What follows belongs to an exercise in optimizing a design on an open flow for small area, a short achievable clock period and few clock cycles per item; a production flow would make more cautious choices. The RTL was checked by simulation tests, not by an equivalence proof against the original design.

==> flow/design.v (excerpt) <==
module inclusive_day_count_between_dates #(
	parameter int unsigned MAX_YEAR = 9999
) (
	input  logic        clk,
	input  logic        arst_n,
	input  logic        dates_valid,
	output logic        dates_ready,
	input  logic [4:0]  dates_start_day,
	input  logic [3:0]  dates_start_month,
	input  logic [13:0] dates_start_year,
	input  logic [4:0]  dates_end_day,
	input  logic [3:0]  dates_end_month,
	input  logic [13:0] dates_end_year,
	output logic        result_valid,
	input  logic        result_ready,
	output logic [21:0] result_day_count,
	output logic        result_order_error
);
Size: roughly 820 cells after synthesis, ~68 flip-flops, ~75 I/O pins, ~9400 sq um of cells after synthesis.
==> flow/config.mk <==
export PLATFORM = sky130hd
export DESIGN_NAME = inclusive_day_count_between_dates
export DESIGN_NICKNAME = inclusive_day_count_between_dates
export VERILOG_FILES = /design/flow/design.v
export SDC_FILE = /design/flow/constraint.sdc
export NUM_CORES = 4
export LEC_CHECK = 0
export CAP_MARGIN = 20
export CORE_MARGIN = 2
export CORE_UTILIZATION = 65
export CTS_BUF_LIST = sky130_fd_sc_hd__clkbuf_8
export PLACE_DENSITY = 0.75
export SETUP_SLACK_MARGIN = 5
export SLEW_MARGIN = 20
export SYNTH_HIERARCHICAL = 1
==> flow/constraint.sdc <==
create_clock -name core_clock -period 10.0 [get_ports {clk}]
set_input_delay 2.0000 -clock core_clock [delete_from_list [all_inputs] [get_ports {clk}]]
set_output_delay 2.0000 -clock core_clock [all_outputs]
set_load 0.01 [all_outputs]
standard.sh (not shown) runs the stock make flow with config.mk's settings and CLKGATE_MAP_FILE= SYNTH_SCRIPT=/design/flow/synth_recipe.tcl, a recipe that flattens the netlist after the stock synthesis.
==> flow/flow/run.sh <==
#!/bin/bash
# The standard layout (the standard.sh, unchanged synthesis), with the
# port buffers made from the smallest buffer cell instead of the default
# choice; the resizer still upsizes them where timing needs it. ORFS writes
# each step's full log under orfs/logs; make's own output goes to
# standard.log.
set -uo pipefail
bash standard.sh "BUFFER_PORTS_ARGS=-buffer_cell sky130_fd_sc_hd__buf_1" finish > standard.log 2>&1
Testbench counts at the start, summed over its fixed seeds: cycles 3,216, items 3,200.
Rerun with:
--- a/flow/config.mk
+++ b/flow/config.mk
@@ -10 +10 @@
-export CORE_UTILIZATION = 65
+export CORE_UTILIZATION = 40
@@ -12 +11,0 @@
-export PLACE_DENSITY = 0.75
Area after synthesis does not change. Clock-buffer cell count stays the same. First-iteration DRC count shrinks by about a fifth. Cell count rose by roughly a tenth. Critical path depth rose by 1. Final area went up slightly. Sequential share of layout area went down by 0.30 points.
Rerun with:
--- a/flow/config.mk
+++ b/flow/config.mk
@@ -11,0 +12 @@
+export GPL_TIMING_DRIVEN = 1
Design area does not change; register-to-register slack barely changes; via count does not change; routed wire length stays the same; clock-buffer cell count stays the same; non-clock buffer count is unchanged.
Rerun with:
--- a/flow/config.mk
+++ b/flow/config.mk
@@ -12,2 +12 @@
-export GPL_TIMING_DRIVEN = 1
-export SETUP_SLACK_MARGIN = 5
+export SETUP_SLACK_MARGIN = 4.6
Final area came out lower by 2.9%.
Area after synthesis stays the same.
Utilization went down by 1.3 points.
Non-clock buffer count goes down by 14.
Clock skew fell by 0.0055 ns.
Rerun with:
--- a/flow/flow/run.sh
+++ b/flow/flow/run.sh
@@ -8 +8 @@
-bash standard.sh "BUFFER_PORTS_ARGS=-buffer_cell sky130_fd_sc_hd__buf_1" finish > standard.log 2>&1
+bash standard.sh "BUFFER_PORTS_ARGS=-buffer_cell sky130_fd_sc_hd__buf_1" SETUP_SLACK_MARGIN=5.4 finish > standard.log 2>&1
--- a/flow/config.mk
+++ b/flow/config.mk
@@ -12 +12 @@
-export SETUP_SLACK_MARGIN = 4.6
+export SETUP_SLACK_MARGIN = 5
Outcome: Synthesized area is unchanged; die area stays the same; via count goes up by a few percent; fmax goes up by a little under a tenth; final area goes up by a little under a tenth.
Rerun with:
--- a/flow/flow/run.sh
+++ b/flow/flow/run.sh
@@ -8 +8 @@
-bash standard.sh "BUFFER_PORTS_ARGS=-buffer_cell sky130_fd_sc_hd__buf_1" SETUP_SLACK_MARGIN=5.4 finish > standard.log 2>&1
+bash standard.sh "BUFFER_PORTS_ARGS=-buffer_cell sky130_fd_sc_hd__buf_1" finish > standard.log 2>&1
--- a/flow/config.mk
+++ b/flow/config.mk
@@ -12 +12 @@
-export SETUP_SLACK_MARGIN = 5
+export SETUP_SLACK_MARGIN = 4.2
Result:
- flip-flop and latch count is unchanged
- worst setup slack gets worse by 0.50 ns
- core utilization is lower by 3.6 points
- clock skew shrinks by 0.010 ns
- hold slack is worse by 0.35 ns
- non-clock buffer count decreases by 48

-- re-timing with driven ports --
Ports are ideal in the flow. The routed layouts listed here were re-timed in OpenROAD. Step 1, drivers: a clkbuf_16 drives clk and a buf_2 each remaining input, both assumed. Step 2 adds t to the input delays and takes it off the output delays; t is the mean of the earliest and latest rising clock arrival at the registers after step 1. Input paths then give back, and output paths get back, about the clock's delay inside the block. Slacks: ideal / step 1 / step 2; pairs: ideal / step 1.
run	shift t [ns]	setup slack, ns	worst setup path at the end	worst register clock-pin slew, ns	worst slew at a driven data input, ns
the first run	0.386	4.847 / 4.847 / 4.684	input to register	0.08 / 0.08	0.04
the second run	0.387	5.012 / 5.012 / 4.708	input to register	0.09 / 0.09	0.04
the third run	0.387	5.012 / 5.012 / 4.708	input to register	0.09 / 0.09	0.04
the fourth run	0.400	4.736 / 4.752 / 4.352	input to register	0.08 / 0.08	0.03
the fifth run	0.394	5.145 / 5.145 / 4.778	input to register	0.09 / 0.09	0.07
the sixth run	0.400	4.640 / 4.640 / 4.348	input to register	0.08 / 0.08	0.03
After both steps setup and hold are still met in every run listed. For the fourth run, which loses most, drivers alone change the setup slack by +0.016 ns; drivers and shift together by -0.384 ns.
